This design comes from an exercise in tuning for small area, a short achievable clock period and few clock cycles per item on the open sky130 flow, not from production work. RTL that was checked went through simulation tests only; none was proved equivalent to the original. Power is estimated from default activity; no workload was simulated.

==> flow/design.v (excerpt) <==
module conv_top
(
    input  logic        clk,
    input  logic        rst,
    input  logic        start,
    input  logic [19:0] cfg_weight_base,
    input  logic [19:0] cfg_bias_base,
    input  logic [19:0] cfg_data_base,
    input  logic [19:0] cfg_result_base,
    input  logic [9:0]  cfg_rownum,
    input  logic [9:0]  cfg_columnnum,
    input  logic [9:0]  cfg_filternum,
    input  logic [7:0]  mem_rdata,
    output logic        mem_en,
    output logic        mem_we,
    output logic [19:0] mem_addr,
    output logic [7:0]  mem_wdata,
    output logic        conv_finish
);
Size: ~2300 cells after synthesis, ~440 flip-flops, roughly 150 I/O pins, ~24000 um^2 of cells after synthesis.
==> flow/config.mk <==
export PLATFORM = sky130hd
export DESIGN_NAME = conv_top
export DESIGN_NICKNAME = conv_top
export VERILOG_FILES = /design/flow/design.v
export SDC_FILE = /design/flow/constraint.sdc
export NUM_CORES = 4
export LEC_CHECK = 0
export CAP_MARGIN = 20
export CORE_MARGIN = 2
export CORE_UTILIZATION = 60
export CTS_CLUSTER_DIAMETER = 80
export CTS_CLUSTER_SIZE = 24
export SLEW_MARGIN = 20
==> flow/constraint.sdc <==
create_clock -name core_clock -period 11.5 [get_ports {clk}]
set_input_delay 2.3000 -clock core_clock [delete_from_list [all_inputs] [get_ports {clk}]]
set_output_delay 2.3000 -clock core_clock [all_outputs]
set_load 0.01 [all_outputs]
standard.sh (not shown) runs the stock make flow with config.mk's settings and CLKGATE_MAP_FILE= SYNTH_SCRIPT=/design/flow/synth_recipe.tcl, a recipe that flattens the netlist after the stock synthesis.
==> flow/flow/run.sh <==
#!/bin/bash
# The standard layout (the standard.sh, unchanged synthesis and steps),
# with the timing repair aiming at a setup slack of SETUP_SLACK_MARGIN ns
# instead of 0, so that it sizes and buffers the paths for a shorter period,
# and the smallest buffer on the ports (timing repair upsizes those that
# need it). The clock period and every constraint stay the design's.
set -euo pipefail
export SETUP_SLACK_MARGIN=${SETUP_SLACK_MARGIN:-8}
export BUFFER_PORTS_ARGS="-buffer_cell sky130_fd_sc_hd__buf_1"
export CTS_ARGS="-sink_clustering_enable -sink_clustering_size 24 -sink_clustering_max_diameter 80 -dont_use_dummy_load -repair_clock_nets"
bash standard.sh > standard.log 2>&1
Testbench counts at the start, summed over its fixed seeds: cycles 42,564, results 10,859.
Edit:
--- a/flow/flow/run.sh
+++ b/flow/flow/run.sh
@@ -10 +9,0 @@
-export CTS_ARGS="-sink_clustering_enable -sink_clustering_size 24 -sink_clustering_max_diameter 80 -dont_use_dummy_load -repair_clock_nets"
Global-route usage is about the same.
Sequential share of layout area came out lower by 0.39 points.
Worst setup slack gets better by 6.5 ps.
Power came out higher by 3.6%.


## build 77
Another version of the RTL of conv_top (not shown whole).
Size in the first run: ~2300 cells after synthesis, about 450 flip-flops, roughly 150 I/O pins, roughly 0.025 mm² of cells after synthesis.
Design conv_top, start of the top module:
module conv_top
(
    input  logic        clk,
    input  logic        rst,
    input  logic        start,
    input  logic [19:0] cfg_weight_base,
    input  logic [19:0] cfg_bias_base,
    input  logic [19:0] cfg_data_base,
    input  logic [19:0] cfg_result_base,
    input  logic [9:0]  cfg_rownum,
    input  logic [9:0]  cfg_columnnum,
    input  logic [9:0]  cfg_filternum,
    input  logic [7:0]  mem_rdata,
    output logic        mem_en,
    output logic        mem_we,
    output logic [19:0] mem_addr,
    output logic [7:0]  mem_wdata,
    output logic        conv_finish
);
==> flow/config.mk <==
export PLATFORM = sky130hd
export DESIGN_NAME = conv_top
export DESIGN_NICKNAME = conv_top
export VERILOG_FILES = /design/flow/design.v
export SDC_FILE = /design/flow/constraint.sdc
export NUM_CORES = 4
export LEC_CHECK = 0
export CAP_MARGIN = 20
export CORE_MARGIN = 2
export CORE_UTILIZATION = 40
export SLEW_MARGIN = 20
==> flow/constraint.sdc <==
create_clock -name core_clock -period 11.5 [get_ports {clk}]
set_input_delay 2.3000 -clock core_clock [delete_from_list [all_inputs] [get_ports {clk}]]
set_output_delay 2.3000 -clock core_clock [all_outputs]
set_load 0.01 [all_outputs]
==> flow/flow/run.sh <==
#!/bin/bash
# The standard layout (the standard.sh, unchanged synthesis and steps),
# with the timing repair aiming at a setup slack of SETUP_SLACK_MARGIN ns
# instead of 0, so that it sizes and buffers the paths for a shorter period.
# The clock period and every constraint stay the design's.
set -euo pipefail
export SETUP_SLACK_MARGIN=${SETUP_SLACK_MARGIN:-9}
bash standard.sh > standard.log 2>&1
Testbench counts of build 77, summed over its fixed seeds: cycles 42,564, results 10,859.
diff inputs: build 77 => build 79
-- flow/flow/run.sh --
<<< build 77, line 5
# The clock period and every constraint stay the design's.
set -euo pipefail
export SETUP_SLACK_MARGIN=${SETUP_SLACK_MARGIN:-9}
bash standard.sh > standard.log 2>&1
>>> build 79, line 5
# The clock period and every constraint stay the design's.
set -euo pipefail
export SETUP_SLACK_MARGIN=${SETUP_SLACK_MARGIN:-8}
bash standard.sh > standard.log 2>&1
==> notes.md <==
Global-route usage: build 79 vs build 77 down 2.0 points. Cmp build 79 vs build 77: combinational share of power lower in build 79. In the flow results for build 79 and build 77, the cell count is smaller on build 79. Build 79 vs build 77, clock distribution area overhead in the final layout went up by 1.2 points. | clock transition at the register clock pins on the worst setup and hold paths after CTS | build 79 vs build 77 | ≈ equal |. Build 79 vs build 77 — post-DP HPWL dropped 760 µm. Summary: worst setup slack, build 79 worse than build 77. Count of clock-buffer cells in the layout, build 79 vs build 77: down by more than 10%.
--- input diff build 79..build 39 ---
==> flow/flow/run.sh <==
#!/bin/bash
# The standard layout (the standard.sh, unchanged synthesis and steps),
# with the timing repair aiming at a setup slack of SETUP_SLACK_MARGIN ns
# instead of 0, so that it sizes and buffers the paths for a shorter period,
# and the smallest buffer on the ports (timing repair upsizes those that
# need it). The clock period and every constraint stay the design's.
set -euo pipefail
export SETUP_SLACK_MARGIN=${SETUP_SLACK_MARGIN:-8}
export BUFFER_PORTS_ARGS="-buffer_cell sky130_fd_sc_hd__buf_1"
bash standard.sh > standard.log 2>&1
-- flow/config.mk --
<<< build 79, line 8
export CAP_MARGIN = 20
export CORE_MARGIN = 2
export CORE_UTILIZATION = 40
export SLEW_MARGIN = 20
>>> build 39, line 8
export CAP_MARGIN = 20
export CORE_MARGIN = 2
export CORE_UTILIZATION = 60
export CTS_CLUSTER_DIAMETER = 80
export CTS_CLUSTER_SIZE = 24
export PLACE_DENSITY = 0.8
export SLEW_MARGIN = 20
Findings:
Non-clock buffer count for build 39: 1.6% up relative to build 79
Build 39 vs build 79: antenna diode count up
Compared with build 79, build 39 shows a higher register clock-pin slew on the reported worst setup and hold paths.
Diff build 39 and build 79: hold slack lower in build 79
Cmp build 39 and build 79 / filler-free cell count of the finished design / lower: build 39
Looking at cell-internal power, build 39 sits about 17% lower than build 79 does.
Final critical-path required period of build 39 is on par with build 79.
Going from build 79 to build 39, the sequential cell area share was found to have gone up by 3.1 points.
Changes in build 53 relative to build 39:
-- flow/config.mk --
<<< build 39, line 8
export CAP_MARGIN = 20
export CORE_MARGIN = 2
export CORE_UTILIZATION = 60
export CTS_CLUSTER_DIAMETER = 80
export CTS_CLUSTER_SIZE = 24
export PLACE_DENSITY = 0.8
export SLEW_MARGIN = 20
>>> build 53, line 8
export CAP_MARGIN = 20
export CORE_MARGIN = 2
export CORE_UTILIZATION = 40
export CTS_CLUSTER_DIAMETER = 80
export CTS_CLUSTER_SIZE = 24
export SLEW_MARGIN = 20
[summary]
- For worst supply voltage drop on vdd, dividing the value from build 53 by the value from build 39 gives 0.809.
- [compare] base=build 39 new=build 53: chip width rose about 22%, setup slack of the critical path after layout rose 3.5 ps, cell count rose about 9%, total power rose about 0.66%, count of max-cap constraint violations about even.
- Build 53 vs build 39: sequential cell area share down in build 53
### build 53 -> build 19
-- flow/config.mk --
<<< build 53, line 6
export NUM_CORES = 4
export LEC_CHECK = 0
export CAP_MARGIN = 20
export CORE_MARGIN = 2
export CORE_UTILIZATION = 40
export CTS_CLUSTER_DIAMETER = 80
export CTS_CLUSTER_SIZE = 24
>>> build 19, line 6
export NUM_CORES = 4
export LEC_CHECK = 0
export ABC_AREA = 1
export CAP_MARGIN = 20
export CORE_MARGIN = 2
export CORE_UTILIZATION = 60
export CTS_CLUSTER_DIAMETER = 80
export CTS_CLUSTER_SIZE = 24
Every stage of the flow completed for build 19, and the final layout passed the timing, DRC and antenna checks. Number of non-clock buffers sits lower in build 19 than in build 53. Sort build 53 and build 19 by maximum vdd drop desc -> top: build 19. Compared build 19 vs build 53, and xor/xnor cell area share of the yosys netlist is down in build 19. [compare] base=build 53 new=build 19: number of cells produced by synthesis up 652, final area up 3.1%.
Setup changes, build 19 to build 44
-- flow/flow/run.sh --
<<< build 19, line 6
# need it). The clock period and every constraint stay the design's.
set -euo pipefail
export SETUP_SLACK_MARGIN=${SETUP_SLACK_MARGIN:-8}
export BUFFER_PORTS_ARGS="-buffer_cell sky130_fd_sc_hd__buf_1"
bash standard.sh > standard.log 2>&1
>>> build 44, line 6
# need it). The clock period and every constraint stay the design's.
set -euo pipefail
export SETUP_SLACK_MARGIN=${SETUP_SLACK_MARGIN:-7.7}
export BUFFER_PORTS_ARGS="-buffer_cell sky130_fd_sc_hd__buf_1"
bash standard.sh > standard.log 2>&1
==> flow/config.mk <==
export PLATFORM = sky130hd
export DESIGN_NAME = conv_top
export DESIGN_NICKNAME = conv_top
export VERILOG_FILES = /design/flow/design.v
export SDC_FILE = /design/flow/constraint.sdc
export NUM_CORES = 4
export LEC_CHECK = 0
export CAP_MARGIN = 20
export CORE_MARGIN = 2
export CORE_UTILIZATION = 40
export CTS_CLUSTER_DIAMETER = 80
export CTS_CLUSTER_SIZE = 24
export SLEW_MARGIN = 20
Results
From build 19 to build 44 the numbers moved as follows: placer's final routability congestion estimate fell 0.11, die extent in x went up, number of placed instances, taps included lower, highest ir drop seen on vdd has increased.
Area share of fa/ha/maj cells after synthesis is lower on build 19
Comparing build 19 and build 44, the higher utilization is on build 19.
| final wirelength | build 44 vs build 19 | about 11% lower |
[build 44] count of clock-buffer cells in the layout fell 1 relative to build 19
In the tables for build 19 and build 44, worst path arrival time reads higher with build 44.
Capture point of the critical path = mem_en: build 19; capture point of the critical path = d_s[8]: build 44
Build 44 vs build 19 — total power dropped 6.8%.
In summary, build 44 completed successfully, with a layout that passed the timing, DRC and antenna checks.
Build 19 ended up with simple AND/OR/NAND/NOR gates as its main combinational cell family by area after synthesis; build 44 ended up with adder cells.


Another version of the RTL of conv_top (not shown whole).
Size: roughly 150 I/O pins, ~26,000 µm² of cells after synthesis.
==> flow/design.v (excerpt) <==
module conv_top
(
    input  logic        clk,
    input  logic        rst,
    input  logic        start,
    input  logic [19:0] cfg_weight_base,
    input  logic [19:0] cfg_bias_base,
    input  logic [19:0] cfg_data_base,
    input  logic [19:0] cfg_result_base,
    input  logic [9:0]  cfg_rownum,
    input  logic [9:0]  cfg_columnnum,
    input  logic [9:0]  cfg_filternum,
    input  logic [7:0]  mem_rdata,
    output logic        mem_en,
    output logic        mem_we,
    output logic [19:0] mem_addr,
    output logic [7:0]  mem_wdata,
    output logic        conv_finish
);
clock: 11.5 ns
lec_check: 0
abc_clock_period_in_ps: 3000
cap_margin: 20
core_margin: 2
core_utilization: 40
slew_margin: 20
run.sh (not shown) runs the stock make flow with config.mk's settings and CLKGATE_MAP_FILE= SYNTH_SCRIPT=/design/flow/synth_recipe.tcl, a recipe that flattens the netlist after the stock synthesis.
Stock flow here: none of the scripts above is used.
Edit:
- ABC_CLOCK_PERIOD_IN_PS: 3000 -> not set
Effect: Cell count stays the same; non-clock buffer count does not change; utilization stays the same; via count does not change; global-route usage stays the same; synthesized cell count does not change; power stays the same; fmax is unchanged; area after synthesis is unchanged; die area stays the same; worst setup slack does not change.
Function was not checked in any run of this note: the RTL went through the layout flow alone.


RTL: one of the versions met above, not the one the previous note started from.
Size in the first run: roughly 2300 cells after synthesis, about 440 flip-flops, about 24000 um^2 of cells after synthesis.
Settings: LEC_CHECK=0, CAP_MARGIN=20, CORE_MARGIN=2, CORE_UTILIZATION=60, CTS_CLUSTER_DIAMETER=80, CTS_CLUSTER_SIZE=24, SLEW_MARGIN=20; clock period 11.5 ns.
standard.sh (not shown) runs the stock make flow with config.mk's settings and CLKGATE_MAP_FILE= SYNTH_SCRIPT=/design/flow/synth_recipe.tcl, a recipe that flattens the netlist after the stock synthesis.
==> flow/flow/run.sh <==
#!/bin/bash
# The standard layout (the standard.sh, unchanged synthesis and steps),
# with the timing repair aiming at a setup slack of SETUP_SLACK_MARGIN ns
# instead of 0, so that it sizes and buffers the paths for a shorter period,
# and the smallest buffer on the ports (timing repair upsizes those that
# need it). The clock period and every constraint stay the design's.
set -euo pipefail
export SETUP_SLACK_MARGIN=${SETUP_SLACK_MARGIN:-8}
export BUFFER_PORTS_ARGS="-buffer_cell sky130_fd_sc_hd__buf_1"
export CTS_ARGS="-sink_clustering_enable -sink_clustering_size 32 -sink_clustering_max_diameter 70 -dont_use_dummy_load -repair_clock_nets"
bash standard.sh > standard.log 2>&1
Testbench counts at the start, summed over its fixed seeds: cycles 42,564, results 10,859.
Then changed:
--- a/flow/flow/run.sh
+++ b/flow/flow/run.sh
@@ -10 +10 @@
-export CTS_ARGS="-sink_clustering_enable -sink_clustering_size 32 -sink_clustering_max_diameter 70 -dont_use_dummy_load -repair_clock_nets"
+export CTS_ARGS="-sink_clustering_enable -sink_clustering_size 24 -sink_clustering_max_diameter 80 -sink_clustering_levels 1 -repair_clock_nets"
Result: Setup slack barely changes. Final cell count grows slightly. Total power went up slightly. Die area stays the same. Sequential cell count is unchanged. Cell area went up slightly. Combinational power barely changes.


== job 112 ==
Starting RTL as in the previous note.
export LEC_CHECK = 0
export CAP_MARGIN = 20
export CORE_MARGIN = 2
export CORE_UTILIZATION = 75
export CTS_CLUSTER_DIAMETER = 80
export CTS_CLUSTER_SIZE = 24
export PLACE_DENSITY = 0.85
export SLEW_MARGIN = 20
create_clock -name core_clock -period 11.5 [get_ports {clk}]
==> flow/flow/run.sh <==
#!/bin/bash
# The standard layout (the standard.sh, unchanged synthesis and steps),
# with the timing repair aiming at a setup slack of SETUP_SLACK_MARGIN ns
# instead of 0, so that it sizes and buffers the paths for a shorter period,
# and the smallest buffer on the ports (timing repair upsizes those that
# need it). The clock period and every constraint stay the design's.
set -euo pipefail
export SETUP_SLACK_MARGIN=${SETUP_SLACK_MARGIN:-8}
export BUFFER_PORTS_ARGS="-buffer_cell sky130_fd_sc_hd__buf_1"
export CTS_ARGS="-sink_clustering_enable -sink_clustering_size 24 -sink_clustering_max_diameter 80 -dont_use_dummy_load -repair_clock_nets"
bash standard.sh > standard.log 2>&1
Testbench counts of job 112, summed over its fixed seeds: cycles 42,564, results 10,859.
Here is what was changed in the inputs of job 3758 compared with job 112.
-- flow/flow/run.sh --
<<< job 112, line 7
set -euo pipefail
export SETUP_SLACK_MARGIN=${SETUP_SLACK_MARGIN:-8}
export BUFFER_PORTS_ARGS="-buffer_cell sky130_fd_sc_hd__buf_1"
export CTS_ARGS="-sink_clustering_enable -sink_clustering_size 24 -sink_clustering_max_diameter 80 -dont_use_dummy_load -repair_clock_nets"
bash standard.sh > standard.log 2>&1
>>> job 3758, line 7
set -euo pipefail
export SETUP_SLACK_MARGIN=${SETUP_SLACK_MARGIN:-8.15}
export BUFFER_PORTS_ARGS="-buffer_cell sky130_fd_sc_hd__buf_1"
bash standard.sh > standard.log 2>&1
-- flow/config.mk --
<<< job 112, line 9
export CORE_MARGIN = 2
export CORE_UTILIZATION = 75
export CTS_CLUSTER_DIAMETER = 80
export CTS_CLUSTER_SIZE = 24
export PLACE_DENSITY = 0.85
export SLEW_MARGIN = 20
>>> job 3758, line 9
export CORE_MARGIN = 2
export CORE_UTILIZATION = 60
export CTS_CLUSTER_DIAMETER = 80
export CTS_CLUSTER_SIZE = 24
export SLEW_MARGIN = 20
Notes after the runs:
There was hardly any difference in clock-pin slew on the worst setup and hold paths between job 112 and job 3758. Diff job 112 -> job 3758 | sequential share of layout area | decrease of 1.8 points. Against job 112, area inside the core boundary in job 3758 came out worse. Utilization after layout was lower in job 3758 than in job 112. Number of non-clock inverters in the layout came out exactly the same in job 112 and job 3758. Re finished layout cell area: job 112 was lower than job 3758. Comparing clock network power share for job 112 and job 3758, the smaller number came from job 112. Job 3758 ends up with a global routing usage summed across all routing layers that is 6.5 points lower than in job 112. On total chip power: job 3758 sits above job 112. Higher part of the total power dissipated in combinational logic was reported by job 112, not job 3758. Worst-case clock buffer depth came out exactly the same in job 112 and job 3758.
### job 3758 -> job 2440
-- flow/flow/run.sh --
<<< job 3758, line 7
set -euo pipefail
export SETUP_SLACK_MARGIN=${SETUP_SLACK_MARGIN:-8.15}
export BUFFER_PORTS_ARGS="-buffer_cell sky130_fd_sc_hd__buf_1"
bash standard.sh > standard.log 2>&1
>>> job 2440, line 7
set -euo pipefail
export SETUP_SLACK_MARGIN=${SETUP_SLACK_MARGIN:-8}
export BUFFER_PORTS_ARGS="-buffer_cell sky130_fd_sc_hd__buf_1"
export CTS_ARGS="-sink_clustering_enable -sink_clustering_size 24 -sink_clustering_max_diameter 80 -distance_between_buffers 400 -repair_clock_nets"
bash standard.sh > standard.log 2>&1
==> notes.md <==
- First-iteration DRC count was lower in job 3758 than in job 2440.
- The worst-case hold slack of job 2440 and that of job 3758 are within noise of each other.
- Job 2440 ends up with a buffer count excluding the clock tree in the final layout that is 38 lower than in job 3758.
- Taking job 3758 as the reference, in job 2440 maximum frequency lower; number of cells on the worst reg-to-reg path lower.
- Launch point of the critical path = addr_q[0]: job 2440; launch point of the critical path = addr_q[4]: job 3758
Setup changes, job 2440 to job 2188
-- flow/flow/run.sh --
<<< job 2440, line 7
set -euo pipefail
export SETUP_SLACK_MARGIN=${SETUP_SLACK_MARGIN:-8}
export BUFFER_PORTS_ARGS="-buffer_cell sky130_fd_sc_hd__buf_1"
export CTS_ARGS="-sink_clustering_enable -sink_clustering_size 24 -sink_clustering_max_diameter 80 -distance_between_buffers 400 -repair_clock_nets"
bash standard.sh > standard.log 2>&1
>>> job 2188, line 7
set -euo pipefail
export SETUP_SLACK_MARGIN=${SETUP_SLACK_MARGIN:-8.08}
export BUFFER_PORTS_ARGS="-buffer_cell sky130_fd_sc_hd__buf_1"
export CTS_ARGS="-sink_clustering_enable -sink_clustering_size 32 -sink_clustering_max_diameter 70 -dont_use_dummy_load -repair_clock_nets"
bash standard.sh > standard.log 2>&1
-- flow/config.mk --
<<< job 2440, line 9
export CORE_MARGIN = 2
export CORE_UTILIZATION = 60
export CTS_CLUSTER_DIAMETER = 80
export CTS_CLUSTER_SIZE = 24
export SLEW_MARGIN = 20
>>> job 2188, line 9
export CORE_MARGIN = 2
export CORE_UTILIZATION = 75
export CTS_CLUSTER_DIAMETER = 80
export CTS_CLUSTER_SIZE = 24
export PLACE_DENSITY = 0.85
export SLEW_MARGIN = 20
Number of endpoints failing setup at the final stage came out exactly the same in job 2440 and job 2188. Across both runs, relative contribution of combinational cells to total power was higher for job 2188 than for job 2440. Core utilization in job 2188 is 16 points higher than in job 2440. Run comparison: job 2188 capture point of the worst path mem_addr[10]; job 2440 capture point of the worst path mem_addr[0]. Clock network power share in job 2188 is 3.1 points lower than in job 2440. Going from job 2440 to job 2188, the all-layer global routing usage was found to have gone up by 6.2 points. Job 2188 and job 2440 ended up with roughly the same delay of the slowest cell on the worst path. Job 2188: count of non-CTS buffers in the layout is 16 higher than what job 2440 reported. Maximum buffer depth of the clock tree: job 2188 vs job 2440 identical.

[port drivers added, routing unchanged]
The results above use ideal ports. As a check the final layouts listed here were re-extracted and re-timed, cells and wires unchanged. Step 1: set_driving_cell puts a clkbuf_16 on clk and a buf_2 on each other input, an assumption about the parent block. Step 2, shift: input delay + t, output delay - t, t = (earliest + latest rising clock arrival at the registers) / 2. This alone moves slack from input paths to output paths. a / b / c = no drivers / after step 1 / after step 2; a / b = the first two.
run | shift t [ns] | setup slack, ns | hold WS [ns] | slew at the worst register clock pin (ns) | worst data-port slew with drivers (ns)
the first run of note 1 | 0.623 | 8.046 / 7.991 / 8.134 | 0.334 / 0.334 / 0.334 | 0.10 / 0.10 | 0.07
the second run of note 1 | 0.640 | 8.052 / 7.993 / 8.139 | 0.334 / 0.334 / 0.334 | 0.10 / 0.10 | 0.08
build 77 | 0.663 | 8.093 / 8.038 / 8.182 | 0.328 / 0.328 / 0.328 | 0.07 / 0.07 | 0.10
build 79 | 0.645 | 8.055 / 7.997 / 7.705 | 0.328 / 0.328 / 0.328 | 0.07 / 0.07 | 0.10
build 39 | 0.631 | 8.053 / 8.002 / 7.837 | 0.335 / 0.335 / 0.335 | 0.10 / 0.10 | 0.07
build 53 | 0.659 | 8.056 / 8.000 / 7.987 | 0.337 / 0.337 / 0.337 | 0.11 / 0.11 | 0.10
build 19 | 0.659 | 8.041 / 7.988 / 8.087 | 0.314 / 0.314 / 0.314 | 0.10 / 0.10 | 0.06
build 44 | 0.661 | 7.878 / 7.878 / 7.878 | 0.334 / 0.334 / 0.334 | 0.11 / 0.11 | 0.12
the first run of note 3 | 0.645 | 5.183 / 5.183 / 5.183 | 0.425 / 0.425 / 0.425 | 0.07 / 0.07 | 0.07
the second run of note 3 | 0.645 | 5.183 / 5.183 / 5.183 | 0.425 / 0.425 / 0.425 | 0.07 / 0.07 | 0.07
the first run of note 4 | 0.633 | 8.053 / 7.993 / 8.118 | 0.331 / 0.331 / 0.331 | 0.10 / 0.10 | 0.07
the second run of note 4 | 0.640 | 8.052 / 7.993 / 8.139 | 0.334 / 0.334 / 0.334 | 0.10 / 0.10 | 0.08
job 112 | 0.591 | 8.101 / 8.046 / 8.107 | 0.333 / 0.333 / 0.333 | 0.10 / 0.10 | 0.09
job 3758 | 0.638 | 8.121 / 8.062 / 8.200 | 0.334 / 0.334 / 0.334 | 0.10 / 0.10 | 0.08
job 2440 | 0.640 | 8.052 / 7.993 / 8.139 | 0.334 / 0.334 / 0.334 | 0.10 / 0.10 | 0.08
job 2188 | 0.608 | 8.094 / 8.039 / 8.053 | 0.337 / 0.337 / 0.337 | 0.11 / 0.11 | 0.09
After both steps setup and hold are still met in every run listed. For build 79, which loses most, drivers alone change the setup slack by -0.058 ns; drivers and shift together by -0.350 ns.
